What follows belongs to an exercise in optimizing a design on an open flow for small area, a short achievable clock period and few clock cycles; a production flow would make more cautious choices.

== run a ==
## event_sched_top
module event_sched_top #(
    parameter int NS = 3
) (
    input  logic        clk,
    input  logic        rst_n,
    input  logic [15:0] event_addr,
    input  logic        event_valid,
    output logic        event_ready,
    output logic [15:0] window_addr,
    output logic        window_valid,
    input  logic        window_ready
);
    localparam int N = NS + 1;
    logic [N-1:0]  seg_vld;
    logic [7:0]    seg_top [N];
    logic [7:0]    seg_lo  [N];
    logic [7:0]    seg_hi  [N];
    logic [NS-1:0] lo_le [NS];
    logic [7:0]    ev_top;   
    logic [7:0]    ev_lo;
    logic          ev_v;     
    logic          multi;    
    logic          rdy;      
    logic [15:0]   pos;      
    logic          wv;
    logic          first;    
    logic          fresh, merge;
    logic          room, consume, open_seg;
    logic [NS-1:0] alloc;
    assign event_ready  = rdy;
    assign window_valid = wv;
    assign window_addr  = pos;
    sched_ctrl sched_ctrl_inst (
        .ev_top(ev_top),
        .ev_lo(ev_lo),
        .cur_vld(seg_vld[NS]),
        .cur_top(seg_top[NS]),
        .cur_hc(seg_hi[NS]),
        .fresh(fresh),
        .merge(merge)
    );
    assign room     = !seg_vld[NS] || !(&seg_vld[NS-1:0]);
    assign consume  = rdy;
    assign open_seg = rdy && fresh && !merge;
  ...
==> flow/config.mk <==
export PLATFORM = sky130hd
export DESIGN_NAME = event_sched_top
export DESIGN_NICKNAME = event_sched_top
export VERILOG_FILES = /design/flow/design.v
export SDC_FILE = /design/flow/constraint.sdc
export NUM_CORES = 8
export LEC_CHECK = 0
export ABC_AREA = 1
export CAP_MARGIN = 20
export CORE_MARGIN = 2
export CORE_UTILIZATION = 40
export CTS_BUF_LIST = sky130_fd_sc_hd__clkbuf_8
export PLACE_DENSITY = 0.85
export SETUP_SLACK_MARGIN = 0.5
export SLEW_MARGIN = 20
==> flow/constraint.sdc <==
create_clock -name core_clock -period 14.5 [get_ports {clk}]
set_input_delay 2.9000 -clock core_clock [delete_from_list [all_inputs] [get_ports {clk}]]
set_output_delay 2.9000 -clock core_clock [all_outputs]
set_load 0.01 [all_outputs]
standard.sh (not shown) runs the stock make flow with config.mk's settings and CLKGATE_MAP_FILE= SYNTH_SCRIPT=/design/flow/synth_recipe.tcl, a recipe that flattens the netlist after the stock synthesis.
==> flow/flow/run.sh <==
#!/bin/bash
# The standard layout (the standard.sh, standard synthesis included), with
# three changes in how it is made:
#  - the ports get plain buffers (buf_1, upsized by repair where timing needs
#    it) in place of the default delay-cell buffers;
#  - the clock tree uses clkbuf_8 and no dummy loads;
#  - timing repair aims for 10.4 ns of setup slack at the design's clock
#    period, so the layout reaches a shorter period than the clock asks for.
# Each tool's full output goes to standard_flow.log in this folder (and ORFS's
# own per-step logs under orfs/logs/).
set -euo pipefail
export BUFFER_PORTS_ARGS="-buffer_cell sky130_fd_sc_hd__buf_1"
export CTS_ARGS="-sink_clustering_enable -repair_clock_nets -buf_list sky130_fd_sc_hd__clkbuf_8 -dont_use_dummy_load"
bash standard.sh SETUP_SLACK_MARGIN=10.4 finish > standard_flow.log 2>&1
Setup changes, run a to run b
--- a/flow/design.v
+++ b/flow/design.v
@@ -21,40 +21,37 @@
 endpackage
 `default_nettype wire
 `timescale 1ns/1ps
 `default_nettype none
 module todo_lane (
     input  logic       seg_vld,
     input  logic [7:0] seg_top,
     input  logic [7:0] seg_lo,
     input  logic [7:0] seg_hi,
     input  logic [8:0] row,
-    input  logic [7:0] row_inc,
     input  logic [7:0] col,
     input  logic [7:0] col_inc,
     output logic       act,
     output logic       cont,
     output logic       cov1,
     output logic       later
 );
-    logic       ge0;     
-    logic       eqm1;    
-    logic       eq4;     
-    logic [2:0] dlo;
-    assign ge0  = !row[8] && !event_sched_pkg::lt8(row[7:0], seg_top);
-    assign eqm1 = (row_inc == seg_top);
-    assign dlo  = row[2:0] - seg_top[2:0];
-    assign eq4  = dlo[2];
+    logic [9:0] d;      
+    logic       ge0, eq4, eqm1;
+    assign d    = {row[8], row} - {2'b00, seg_top};
+    assign ge0  = !d[9];
+    assign eq4  = d[2];
+    assign eqm1 = (d == 10'h3ff);
     assign act   = seg_vld && ge0 && event_sched_pkg::lt8(col, seg_hi);
     assign cont  = act && !event_sched_pkg::lt8(col_inc, seg_lo);
     assign cov1  = seg_vld && ((ge0 && !eq4) || eqm1);
-    assign later = seg_vld && !ge0 && !eqm1;
+    assign later = seg_vld && d[9] && !eqm1;
 endmodule
 `default_nettype wire
 `timescale 1ns/1ps
 `default_nettype none
 module window_picker #(
     parameter int N = 5
 ) (
     input  logic [N-1:0]   mask,
     input  logic [N*N-1:0] ord,
     output logic [N-1:0]   pick
@@ -122,22 +119,22 @@
     sched_ctrl sched_ctrl_inst (
         .ev_top(ev_top),
         .ev_lo(ev_lo),
         .cur_vld(seg_vld[NS]),
         .cur_top(seg_top[NS]),
         .cur_hc(seg_hi[NS]),
         .fresh(fresh),
         .merge(merge)
     );
     assign room     = !seg_vld[NS] || !(&seg_vld[NS-1:0]);
-    assign consume  = rdy;
-    assign open_seg = rdy && fresh && !merge;
+    assign consume  = rdy && event_valid;
+    assign open_seg = consume && fresh && !merge;
     always_comb begin
         alloc = '0;
         for (int s = NS - 1; s >= 0; s--) begin
             if (!seg_vld[s]) alloc = NS'(1) << s;
         end
         if (!(open_seg && seg_vld[NS])) alloc = '0;
     end
     logic [8:0]   R;         
     logic [7:0]   C, R1, C1;
     logic [N-1:0] act, cont, cov1, later;
@@ -149,21 +146,20 @@
     assign C  = pos[7:0];
     assign R1 = R[7:0] + 8'd1;
     assign C1 = C + 8'd1;
     for (genvar s = 0; s < NS; s++) begin : g_seg
         todo_lane todo_lane_inst (
             .seg_vld(seg_vld[s]),
             .seg_top(seg_top[s]),
             .seg_lo(seg_lo[s]),
             .seg_hi(seg_hi[s]),
             .row(R),
-            .row_inc(R1),
             .col(C),
             .col_inc(C1),
             .act(act[s]),
             .cont(cont[s]),
             .cov1(cov1[s]),
             .later(later[s])
         );
     end
     assign ht = seg_top[NS];
     assign hc = seg_hi[NS];
### Flow results
- Die area essentially unchanged between run a and run b.
- Compared with run a, run b shows a wire length reported by the detailed router that is about 0.8% higher.
- In run b, growth of design area from synthesis to finish is higher than in run a.
- Run b completed end to end with timing, DRC and antenna clean.
- Worst-case hold slack was higher in run b than in run a.
- Delta(complex-gate fraction of the synthesized area, run b - run a) < 0
- Compared with run a, run b shows non-clock buffer count that has gone up by more than 10%.
Function was not checked in any run of this note: the RTL went through the layout flow alone.

## separate check: timing with driven ports
The flow's constraints put no driver on any port. The routed layouts listed below were extracted and timed again, unchanged, in two steps.
Step 1 sets driving cells, clkbuf_16 on the clock port and buf_2 on the other inputs (assumed; they add their load-dependent delay and slew).
Step 2 moves the port delays by t, midway between the first and last clock arrival at a register: inputs arrive t later, outputs are due t later. That takes back most of the time a late clock gives input paths.
a / b / c = no drivers / after step 1 / after step 2; a / b = the first two.
run | shift t [ns] | slack for setup (ns) | hold slack, ns | worst setup path at the end
run a | 0.497 | 10.423 / 10.382 / 10.692 | 0.452 / 0.452 / 0.452 | register to register
run b | 0.477 | 10.445 / 10.410 / 10.141 | 0.460 / 0.460 / 0.460 | input to register
After both steps setup and hold are still met in every run listed. For run b, which loses most, drivers alone change the setup slack by -0.035 ns; drivers and shift together by -0.304 ns.
